Context: an optimization exercise on an open-source flow, tuned for small area and a short achievable clock period. The choices shown serve that exercise and are no tape-out recipe. In this exercise RTL edits were held to simulation tests only and were not proved equivalent to the original. Power and IR drop assume default switching activity.

## linx_uart_tx_fifo
module linx_uart_tx_fifo
#(
  parameter int DEPTH = linx_uart_pkg::LINX_UART_FIFO_DEPTH,
  parameter int OVF_W = 16,
  localparam int AW = $clog2(DEPTH)
) (
  input  logic                   clk,
  input  logic                   rst,
  input  logic                   flush,
  input  logic                   in_valid,
  input  logic [linx_uart_pkg::UART_BYTE_W-1:0] in_byte,
  input  logic                   pop,
  output logic                   out_valid,
  output logic [linx_uart_pkg::UART_BYTE_W-1:0] out_byte,
  output logic [AW:0]            count,
  output logic                   empty,
  output logic                   full,
  output logic                   overflow,
  output logic [OVF_W-1:0]       overflow_cnt,
  output logic [31:0]            byte_total
);
Size in the first run: ~4700 cells after synthesis, about 2200 flip-flops, roughly 82 I/O pins, ~80000 um2 of cells after synthesis.
Settings: LEC_CHECK=0, CAP_MARGIN=50, CORE_MARGIN=2, CORE_UTILIZATION=40, CTS_CLUSTER_DIAMETER=120, CTS_CLUSTER_SIZE=24, SETUP_SLACK_MARGIN=3, SLEW_MARGIN=70, TNS_END_PERCENT=10; clock period 5.5 ns.
run.sh (not shown) runs the stock make flow with config.mk's settings and CLKGATE_MAP_FILE= SYNTH_SCRIPT=/design/flow/synth_recipe.tcl, a recipe that flattens the netlist after the stock synthesis.
Change:
--- a/flow/config.mk
+++ b/flow/config.mk
@@ -6,10 +6,11 @@
 export NUM_CORES = 4
 export LEC_CHECK = 0
-export CAP_MARGIN = 50
+export CAP_MARGIN = 20
 export CORE_MARGIN = 2
 export CORE_UTILIZATION = 40
 export CTS_CLUSTER_DIAMETER = 120
 export CTS_CLUSTER_SIZE = 24
-export SETUP_SLACK_MARGIN = 3
-export SLEW_MARGIN = 70
+export PLACE_DENSITY = 0.75
+export SETUP_SLACK_MARGIN = 3.3
+export SLEW_MARGIN = 20
 export TNS_END_PERCENT = 10
What happened:
- sequential power stays flat
- register-to-register slack gets better by 0.09 ns
- power stays flat
- hold slack gets worse by 0.0043 ns
- cell area rises by 0.32%
- first-iteration DRC count rises by 33%
- global-route usage rises by 1.2 points
- area after synthesis is unchanged
- worst setup slack gets better by 0.086 ns
Change:
--- a/flow/config.mk
+++ b/flow/config.mk
@@ -11,6 +11,6 @@
 export CTS_CLUSTER_DIAMETER = 120
 export CTS_CLUSTER_SIZE = 24
-export PLACE_DENSITY = 0.75
-export SETUP_SLACK_MARGIN = 3.3
+export PLACE_DENSITY = 0.72
+export SETUP_SLACK_MARGIN = 3
 export SLEW_MARGIN = 20
 export TNS_END_PERCENT = 10
After rerunning: The changed run ran to the end with no violations. Clock power is lower by about 0.8%. Non-clock buffer count goes down by 136. Via count went down by 4.7%. Cell count came out lower by 2.1%. Core utilization goes down by 1.8 points.
Change:
--- a/flow/config.mk
+++ b/flow/config.mk
@@ -11,6 +11,5 @@
 export CTS_CLUSTER_DIAMETER = 120
 export CTS_CLUSTER_SIZE = 24
-export PLACE_DENSITY = 0.72
-export SETUP_SLACK_MARGIN = 3
+export SETUP_SLACK_MARGIN = 3.3
 export SLEW_MARGIN = 20
 export TNS_END_PERCENT = 10
With this change the flow completed and failed the layout checks on antenna rules.
Final area came out higher by a few percent.
Critical path depth came out lower by 5.
Wire length came out higher by about a fifth.
First-iteration DRC count hardly moves.
Total power came out higher slightly.
Change:
--- a/flow/config.mk
+++ b/flow/config.mk
@@ -11,5 +11,5 @@
 export CTS_CLUSTER_DIAMETER = 120
 export CTS_CLUSTER_SIZE = 24
-export SETUP_SLACK_MARGIN = 3.3
+export SETUP_SLACK_MARGIN = 3.2
 export SLEW_MARGIN = 20
 export TNS_END_PERCENT = 10
What happened: The new run finished with timing, DRC and antenna clean; maximum frequency goes down slightly; combinational power decreases by a few percent; flip-flop and latch count is unchanged; register-to-register slack barely changes; synthesized area stays the same; die area does not change; total power hardly moves; cell area drops slightly; synthesized cell count stays the same.

* * *

Starting RTL as in the previous note.
==> flow/config.mk <==
export PLATFORM = sky130hd
export DESIGN_NAME = linx_uart_tx_fifo
export DESIGN_NICKNAME = linx_uart_tx_fifo
export VERILOG_FILES = /design/flow/design.v
export SDC_FILE = /design/flow/constraint.sdc
export NUM_CORES = 4
export LEC_CHECK = 0
export CAP_MARGIN = 20
export CORE_MARGIN = 2
export CORE_UTILIZATION = 40
export CTS_CLUSTER_DIAMETER = 120
export CTS_CLUSTER_SIZE = 24
export PLACE_DENSITY = 0.68
export SETUP_SLACK_MARGIN = 3.2
export SLEW_MARGIN = 20
export TNS_END_PERCENT = 10
==> flow/constraint.sdc <==
create_clock -name core_clock -period 5.5 [get_ports {clk}]
set_input_delay 1.1000 -clock core_clock [delete_from_list [all_inputs] [get_ports {clk}]]
set_output_delay 1.1000 -clock core_clock [all_outputs]
set_load 0.01 [all_outputs]
==> next run, changes <==
PLACE_DENSITY = default   (was 0.68)
SETUP_SLACK_MARGIN = 3   (was 3.2)
TNS_END_PERCENT = default   (was 10)
The new run completed with no timing, DRC or antenna violations. Design area fell by about 2%. Flip-flop and latch count stays the same. Sequential share of layout area is higher by 1.4 points. Die area stays the same. Via count fell by about 3.5%. Routed wire length is about the same. Non-clock buffer count shrinks by 62. Core utilization falls by 0.88 points. Power is about the same. Maximum frequency shrinks by about 5%.

-- separate check: timing with driven ports --
Ports are ideal in the flow. The routed layouts listed here were re-timed in OpenROAD. Step 1 (the two cells are an assumption about what drives the block):
set clk [get_ports {clk}]
set_driving_cell -lib_cell sky130_fd_sc_hd__clkbuf_16 $clk
set_driving_cell -lib_cell sky130_fd_sc_hd__buf_2 [delete_from_list [all_inputs] $clk]
Step 2, shift: input delay + t, output delay - t, t = (earliest + latest rising clock arrival at the registers) / 2. This alone moves slack from input paths to output paths. a / b / c = ideal ports / drivers / drivers and shift; a / b = the first two.
| run | t, ns | setup slack, ns | hold slack, ns | cell pins on the clock port's net |
|---|---|---|---|---|
| the first run of note 1 | 0.856 | 2.935 / 2.893 / 2.292 | 0.500 / 0.500 / 0.500 | 1 |
| the second run of note 1 | 0.846 | 3.022 / 2.941 / 2.358 | 0.496 / 0.496 / 0.496 | 1 |
| the third run of note 1 | 0.873 | 2.877 / 2.835 / 2.262 | 0.502 / 0.502 / 0.502 | 1 |
| the fourth run of note 1 | 0.861 | 3.034 / 2.948 / 2.428 | 0.502 / 0.502 / 0.502 | 1 |
| the fifth run of note 1 | 0.859 | 3.021 / 2.945 / 2.391 | 0.512 / 0.512 / 0.512 | 1 |
| the first run of note 2 | 0.835 | 3.050 / 2.963 / 2.350 | 0.483 / 0.483 / 0.483 | 1 |
| the second run of note 2 | 0.877 | 2.923 / 2.919 / 2.210 | 0.475 / 0.475 / 0.475 | 1 |
For the second run of note 2, which loses most, drivers alone change the setup slack by -0.004 ns; drivers and shift together by -0.713 ns.
